Background: an optimization exercise with open tools, aiming at a short achievable clock period and few clock cycles. Do not read the settings as production practice.
RTL that was checked went through simulation tests only; none was proved equivalent to the original.
Power figures rest on the tool's default switching activity, not on a simulated workload.

Setup of north:
==> flow/design.v <==
package dnsle_pkg;
  localparam int MAX_LABEL   = 62;
  localparam int STORE_DEPTH = 64;    
  localparam int DESC_DEPTH  = 16;    
  localparam int CNT_W       = $clog2(MAX_LABEL + 1);
  localparam int BYTE_W      = 8;
  localparam int LEN_W       = 16;
  localparam int DESC_W      = CNT_W + 5;    
  localparam int WORD_W      = BYTE_W + LEN_W + 2;   
  localparam logic [BYTE_W-1:0] DOT_CHAR  = 8'd46;
  localparam logic [BYTE_W-1:0] TERM_BYTE = 8'd0;
  typedef struct packed {
    logic [CNT_W-1:0] len;
    logic             ovf;
    logic             emit;
    logic             term;
    logic             len0;
    logic             len1;
  } desc_t;
  typedef struct packed {
    logic [BYTE_W-1:0] byte_val;
    logic              last;
    logic [LEN_W-1:0]  enc_len;
    logic              ovf;
  } out_word_t;
endpackage
module dnsle_label_ram #(
  parameter int DEPTH = 64,
  parameter int WIDTH = 8
) (
  input  logic             clk,
  input  logic             rst_n,
  input  logic             push,
  input  logic [WIDTH-1:0] din,
  input  logic             pop,
  output logic [WIDTH-1:0] head,
  output logic             head_valid,
  output logic             room_nxt
);
  logic [WIDTH-1:0] mem [DEPTH];
  logic [DEPTH-1:0] occ, occ_sh, occ_nxt;
  always_comb begin
    occ_sh = pop ? {1'b0, occ[DEPTH-1:1]} : occ;
    for (int i = 0; i < DEPTH; i++) begin
      occ_nxt[i] = occ_sh[i] | (push & ((i == 0) ? 1'b1 : occ_sh[(i == 0) ? 0 : i-1]));
    end
  end
  always_ff @(posedge clk) begin
    if (!rst_n) occ <= '0;
    else        occ <= occ_nxt;
  end
  always_ff @(posedge clk) begin
    for (int i = 0; i < DEPTH; i++) begin
      if (pop) begin
        if (i < DEPTH-1 && occ[(i < DEPTH-1) ? i+1 : i]) mem[i] <= mem[(i < DEPTH-1) ? i+1 : i];
        else                                               mem[i] <= din;
      end else if (!occ[i]) begin
        mem[i] <= din;
      end
    end
  end
  assign head       = mem[0];
  assign head_valid = occ[0];
  assign room_nxt   = !occ_nxt[DEPTH-2];
endmodule
module dnsle_out_stage (
  input  logic                         clk,
  input  logic                         rst_n,
  input  dnsle_pkg::desc_t             dhead,
  input  logic                         dvalid,
  output logic                         dpop,
  input  logic [dnsle_pkg::BYTE_W-1:0] bhead,
  output logic                         bpop,
  output logic                         out_valid,
  input  logic                         out_ready,
  output logic [dnsle_pkg::BYTE_W-1:0] out_byte,
  output logic                         out_last_of_run,
  output logic [dnsle_pkg::LEN_W-1:0]  out_encoded_length,
  output logic                         out_label_overflow
);
  localparam int CNT_W = dnsle_pkg::CNT_W;
  localparam int LEN_W = dnsle_pkg::LEN_W;
  logic                 ph_data_r, ph_data_nxt;    
  logic                 ph_term_r, ph_term_nxt;    
  logic [CNT_W-1:0]     rem_r, rem_nxt;            
  logic                 rem1_r, rem1_nxt;          
  logic                 ovf_r, ovf_nxt;            
  logic                 term_r, term_nxt;          
  logic [LEN_W-1:0]     elen_r, elen_nxt;          
  logic                 go;
  logic                 w_valid;
  logic                 w_term;
  dnsle_pkg::out_word_t w;
  logic                 o_valid_r;      
  logic                 o_empty_r;      
  logic                 head_r;         
  dnsle_pkg::out_word_t o_r;
  dnsle_pkg::out_word_t o2_r;
  logic                 s_valid_r;
  dnsle_pkg::out_word_t s_r;
  logic                 o_take;
  dnsle_pkg::out_word_t o_new;
  assign go = !s_valid_r;
  always_comb begin
    ph_data_nxt = ph_data_r;
    ph_term_nxt = ph_term_r;
    rem_nxt     = rem_r;
    rem1_nxt    = rem1_r;
    ovf_nxt     = ovf_r;
    term_nxt    = term_r;
    w_valid     = 1'b0;
    w_term      = 1'b0;
    w           = '0;
    dpop        = 1'b0;
    bpop        = 1'b0;
    if (ph_data_r) begin
      w_valid    = 1'b1;
      w.byte_val = bhead;
      w.last     = rem1_r && !term_r;
      w.ovf      = ovf_r;
      bpop       = go;
      rem_nxt    = rem_r - CNT_W'(1);
      rem1_nxt   = (rem_r == CNT_W'(2));
      if (rem1_r) begin
        ph_data_nxt = 1'b0;
        ph_term_nxt = term_r;
      end
    end
    if (ph_term_r) begin
      w_valid     = 1'b1;
      w_term      = 1'b1;
      w.ovf       = ovf_r;
      ph_term_nxt = 1'b0;
    end
    if (head_r && dvalid) begin
      w_valid  = 1'b1;
      dpop     = go;
      w.ovf    = dhead.ovf;
      ovf_nxt  = dhead.ovf;
      term_nxt = dhead.term;
      rem_nxt  = dhead.len;
      rem1_nxt = dhead.len1;
      if (dhead.emit) begin
        w.byte_val  = dnsle_pkg::BYTE_W'(dhead.len);
        w.last      = dhead.len0 && !dhead.term;
        ph_data_nxt = !dhead.len0;
        ph_term_nxt = dhead.len0 && dhead.term;
      end else begin
        w_term = 1'b1;
      end
    end
    if (w_term) begin
      w.byte_val = dnsle_pkg::TERM_BYTE;
      w.last     = 1'b1;
      w.enc_len  = elen_r;
    end
    elen_nxt = elen_r;
    if (w_valid) begin
      if (w_term)        elen_nxt = LEN_W'(1);
      else if (~&elen_r) elen_nxt = elen_r + LEN_W'(1);
    end
  end
  always_ff @(posedge clk) begin
    if (!rst_n) begin
      ph_data_r <= 1'b0;
      ph_term_r <= 1'b0;
      head_r    <= 1'b1;
      elen_r    <= LEN_W'(1);
    end else if (go) begin
      ph_data_r <= ph_data_nxt;
      ph_term_r <= ph_term_nxt;
      head_r    <= !ph_data_nxt && !ph_term_nxt;
      elen_r    <= elen_nxt;
    end
  end
  always_ff @(posedge clk) begin
    if (go) begin
      rem_r  <= rem_nxt;
      rem1_r <= rem1_nxt;
      ovf_r  <= ovf_nxt;
      term_r <= term_nxt;
    end
  end
  assign o_take = o_empty_r || out_ready;
  assign o_new  = s_valid_r ? s_r : w;
  always_ff @(posedge clk) begin
    if (!rst_n) begin
      o_valid_r <= 1'b0;
      o_empty_r <= 1'b1;
      s_valid_r <= 1'b0;
    end else if (o_take) begin
      o_valid_r <= s_valid_r || w_valid;
      o_empty_r <= !(s_valid_r || w_valid);
      s_valid_r <= 1'b0;
    end else if (w_valid) begin
      s_valid_r <= 1'b1;
    end
  end
  always_ff @(posedge clk) begin
    o_r  <= o_take ? o_new : o2_r;
    o2_r <= o_take ? o_new : o_r;
    if (!s_valid_r) begin
      s_r <= w;
    end
  end
  assign out_valid          = o_valid_r;
  assign out_byte           = o_r.byte_val;
  assign out_last_of_run    = o_r.last;
  assign out_encoded_length = o_r.enc_len;
  assign out_label_overflow = o_r.ovf;
endmodule
module dnsle_ctrl (
  input  logic                         clk,
  input  logic                         rst_n,
  input  logic                         in_valid,
  output logic                         in_ready,
  input  logic                         in_mode,
  input  logic [dnsle_pkg::BYTE_W-1:0] in_char_code,
  output logic                         bpush,
  output logic [dnsle_pkg::BYTE_W-1:0] bdata,
  input  logic                         broom_nxt,
  output logic                         dpush,
  output dnsle_pkg::desc_t             ddata,
  input  logic                         droom_nxt
);
  localparam int CNT_W = dnsle_pkg::CNT_W;
  logic                         ready_r;   
  logic                         busy_r;    
  logic                         iend_r;    
  logic                         idot_r;    
  logic                         ichr_r;    
  logic [dnsle_pkg::BYTE_W-1:0] ichar_r;
  logic [CNT_W-1:0]             cnt_r, cnt_nxt;    
  logic                         full_r;            
  logic                         pend_r, pend_nxt;  
  logic                         ovf_r, ovf_nxt;    
  logic                         take;
  logic                         in_dot;
  assign in_ready = ready_r;
  assign take     = in_valid && !busy_r;
  assign in_dot   = (in_char_code == dnsle_pkg::DOT_CHAR);
  always_ff @(posedge clk) begin
    if (!rst_n) begin
      ready_r <= 1'b1;
      busy_r  <= 1'b0;
      iend_r  <= 1'b0;
      idot_r  <= 1'b0;
      ichr_r  <= 1'b0;
    end else begin
      ready_r <= broom_nxt && droom_nxt;
      busy_r  <= !(broom_nxt && droom_nxt);
      iend_r  <= take && in_mode;
      idot_r  <= take && !in_mode && in_dot;
      ichr_r  <= take && !in_mode && !in_dot;
    end
    ichar_r <= in_char_code;
  end
  assign bdata = ichar_r;
  always_comb begin
    cnt_nxt    = cnt_r;
    pend_nxt   = pend_r;
    ovf_nxt    = ovf_r;
    ddata.len  = cnt_r;
    ddata.ovf  = ovf_r;
    ddata.emit = 1'b1;
    ddata.term = 1'b0;
    ddata.len0 = (cnt_r == '0);
    ddata.len1 = (cnt_r == CNT_W'(1));
    bpush = ichr_r && (pend_r || !full_r);
    dpush = iend_r || ((ichr_r || idot_r) && pend_r);
    if (iend_r) begin
      ddata.emit = (cnt_r != '0);
      ddata.term = 1'b1;
      cnt_nxt    = '0;
      pend_nxt   = 1'b0;
      ovf_nxt    = 1'b0;
    end else if (idot_r) begin
      if (pend_r) cnt_nxt = '0;
      pend_nxt = 1'b1;
    end else if (ichr_r) begin
      pend_nxt = 1'b0;
      if (pend_r)       cnt_nxt = CNT_W'(1);
      else if (!full_r) cnt_nxt = cnt_r + CNT_W'(1);
      else              ovf_nxt = 1'b1;
    end
  end
  always_ff @(posedge clk) begin
    if (!rst_n) begin
      cnt_r  <= '0;
      full_r <= 1'b0;
      pend_r <= 1'b0;
      ovf_r  <= 1'b0;
    end else begin
      cnt_r  <= cnt_nxt;
      full_r <= (cnt_nxt == CNT_W'(dnsle_pkg::MAX_LABEL));
      pend_r <= pend_nxt;
      ovf_r  <= ovf_nxt;
    end
  end
endmodule
module dns_name_label_encoder (
  input  logic        clk,
  input  logic        rst_n,
  input  logic        in_valid,
  output logic        in_ready,
  input  logic        in_mode,
  input  logic [7:0]  in_char_code,
  output logic        out_valid,
  input  logic        out_ready,
  output logic [7:0]  out_byte,
  output logic        out_last_of_run,
  output logic [15:0] out_encoded_length,
  output logic        out_label_overflow
);
  logic                         bpush, bpop, broom_nxt, bvalid;
  logic [dnsle_pkg::BYTE_W-1:0] bdata, bhead;
  logic                         dpush, dpop, droom_nxt, dvalid;
  dnsle_pkg::desc_t             ddata, dhead;
  dnsle_ctrl u_ctrl (
    .clk          (clk),
    .rst_n        (rst_n),
    .in_valid     (in_valid),
    .in_ready     (in_ready),
    .in_mode      (in_mode),
    .in_char_code (in_char_code),
    .bpush        (bpush),
    .bdata        (bdata),
    .broom_nxt    (broom_nxt),
    .dpush        (dpush),
    .ddata        (ddata),
    .droom_nxt    (droom_nxt)
  );
  dnsle_label_ram #(
    .DEPTH (dnsle_pkg::STORE_DEPTH),
    .WIDTH (dnsle_pkg::BYTE_W)
  ) u_bytes (
    .clk        (clk),
    .rst_n      (rst_n),
    .push       (bpush),
    .din        (bdata),
    .pop        (bpop),
    .head       (bhead),
    .head_valid (bvalid),
    .room_nxt   (broom_nxt)
  );
  dnsle_label_ram #(
    .DEPTH (dnsle_pkg::DESC_DEPTH),
    .WIDTH (dnsle_pkg::DESC_W)
  ) u_descs (
    .clk        (clk),
    .rst_n      (rst_n),
    .push       (dpush),
    .din        (ddata),
    .pop        (dpop),
    .head       (dhead),
    .head_valid (dvalid),
    .room_nxt   (droom_nxt)
  );
  dnsle_out_stage u_out (
    .clk                (clk),
    .rst_n              (rst_n),
    .dhead              (dhead),
    .dvalid             (dvalid),
    .dpop               (dpop),
    .bhead              (bhead),
    .bpop               (bpop),
    .out_valid          (out_valid),
    .out_ready          (out_ready),
    .out_byte           (out_byte),
    .out_last_of_run    (out_last_of_run),
    .out_encoded_length (out_encoded_length),
    .out_label_overflow (out_label_overflow)
  );
endmodule
Settings: LEC_CHECK=0, ABC_CLOCK_PERIOD_IN_PS=2000, CAP_MARGIN=20, CORE_MARGIN=2, CORE_UTILIZATION=40, CTS_CLUSTER_DIAMETER=100, CTS_CLUSTER_SIZE=20, SETUP_SLACK_MARGIN=3.5, SLEW_MARGIN=20; clock period 5.5 ns.
run.sh (not shown) runs the stock make flow with config.mk's settings and CLKGATE_MAP_FILE= SYNTH_SCRIPT=/design/flow/synth_recipe.tcl, a recipe that flattens the netlist after the stock synthesis.
Testbench counts of north, summed over its fixed seeds: cycles 27,279.
Edits applied to the flow inputs when going from north to south:
diff --git a/flow/design.v b/flow/design.v
--- a/flow/design.v
+++ b/flow/design.v
@@ -91,9 +91,7 @@
   logic                 w_valid;
   logic                 w_term;
   dnsle_pkg::out_word_t w;
-  logic                 o_valid_r;      
-  logic                 o_empty_r;      
-  logic                 head_r;         
+  logic                 o_valid_r;
   dnsle_pkg::out_word_t o_r;
   dnsle_pkg::out_word_t o2_r;
   logic                 s_valid_r;
@@ -125,14 +123,12 @@
         ph_data_nxt = 1'b0;
         ph_term_nxt = term_r;
       end
-    end
-    if (ph_term_r) begin
+    end else if (ph_term_r) begin
       w_valid     = 1'b1;
       w_term      = 1'b1;
       w.ovf       = ovf_r;
       ph_term_nxt = 1'b0;
-    end
-    if (head_r && dvalid) begin
+    end else if (dvalid) begin
       w_valid  = 1'b1;
       dpop     = go;
       w.ovf    = dhead.ovf;
@@ -164,12 +160,10 @@
     if (!rst_n) begin
       ph_data_r <= 1'b0;
       ph_term_r <= 1'b0;
-      head_r    <= 1'b1;
       elen_r    <= LEN_W'(1);
     end else if (go) begin
       ph_data_r <= ph_data_nxt;
       ph_term_r <= ph_term_nxt;
-      head_r    <= !ph_data_nxt && !ph_term_nxt;
       elen_r    <= elen_nxt;
     end
   end
@@ -181,16 +175,14 @@
       term_r <= term_nxt;
     end
   end
-  assign o_take = o_empty_r || out_ready;
+  assign o_take = !o_valid_r || out_ready;
   assign o_new  = s_valid_r ? s_r : w;
   always_ff @(posedge clk) begin
     if (!rst_n) begin
       o_valid_r <= 1'b0;
-      o_empty_r <= 1'b1;
       s_valid_r <= 1'b0;
     end else if (o_take) begin
       o_valid_r <= s_valid_r || w_valid;
-      o_empty_r <= !(s_valid_r || w_valid);
       s_valid_r <= 1'b0;
     end else if (w_valid) begin
       s_valid_r <= 1'b1;
@@ -224,8 +216,7 @@
   input  logic                         droom_nxt
 );
   localparam int CNT_W = dnsle_pkg::CNT_W;
-  logic                         ready_r;   
-  logic                         busy_r;    
+  logic                         ready_r;
   logic                         iend_r;    
   logic                         idot_r;    
   logic                         ichr_r;    
@@ -237,18 +228,16 @@
   logic                         take;
   logic                         in_dot;
   assign in_ready = ready_r;
-  assign take     = in_valid && !busy_r;
+  assign take     = in_valid && ready_r;
   assign in_dot   = (in_char_code == dnsle_pkg::DOT_CHAR);
   always_ff @(posedge clk) begin
     if (!rst_n) begin
       ready_r <= 1'b1;
-      busy_r  <= 1'b0;
       iend_r  <= 1'b0;
       idot_r  <= 1'b0;
       ichr_r  <= 1'b0;
     end else begin
       ready_r <= broom_nxt && droom_nxt;
-      busy_r  <= !(broom_nxt && droom_nxt);
       iend_r  <= take && in_mode;
       idot_r  <= take && !in_mode && in_dot;
       ichr_r  <= take && !in_mode && !in_dot;
--- outcome ---
- [south vs north] sequential share of cell area: lower in south
- Compared with north, south shows worst hold path cell count lower by 1.
- For clock edge transition at the registers on the reported setup and hold paths, south and north come out practically identical.
- south ended with more share of power burned in the clock network than north.
- south vs north: number of nets in the finished design up slightly
- Looking at worst-path cell with the longest stage delay, the sky130_fd_sc_hd__dfxtp_2 result is from north; the sky130_fd_sc_hd__dfxtp_4 one comes from south.
- Re share of the clock period used by the worst path: north and south aren't equal, and the higher value belongs to south.
- Side by side, HPWL after detailed placement turned out higher in south than in north.
- The area after detailed placement was comparable across north and south.
- As far as wire length of the first global-routing pass is concerned, south and north perform about the same.
- Clock latency of the later-clocked register in the worst-skew pair is higher on south
- north and south ended up with nearly the same deepest level of the CTS H-tree.
Only the layout flow was run in south; the RTL was not checked for function there.

[port drivers added, routing unchanged]
The flow's constraints put no driver on any port. The routed layouts listed below were extracted and timed again, unchanged, in two steps. Step 1 (the two cells are an assumption about what drives the block):
set clk [get_ports {clk}]
set_driving_cell -lib_cell sky130_fd_sc_hd__clkbuf_16 $clk
set_driving_cell -lib_cell sky130_fd_sc_hd__buf_2 [delete_from_list [all_inputs] $clk]
Step 2, shift: input delay + t, output delay - t, t = (earliest + latest rising clock arrival at the registers) / 2. This alone moves slack from input paths to output paths. Three values: no drivers, after step 1, after step 2; two values: the first two.
run	shift t [ns]	slack for setup (ns)	worst hold slack (ns)	pins driven straight from the clock port
north	0.675	3.315 / 3.253 / 2.898	0.442 / 0.442 / 0.442	1
south	0.686	3.273 / 3.213 / 2.973	0.442 / 0.442 / 0.442	1
After both steps every run listed still meets setup and hold. The setup slack of north, which loses most, moves by -0.062 ns with the drivers and by -0.417 ns with both steps.
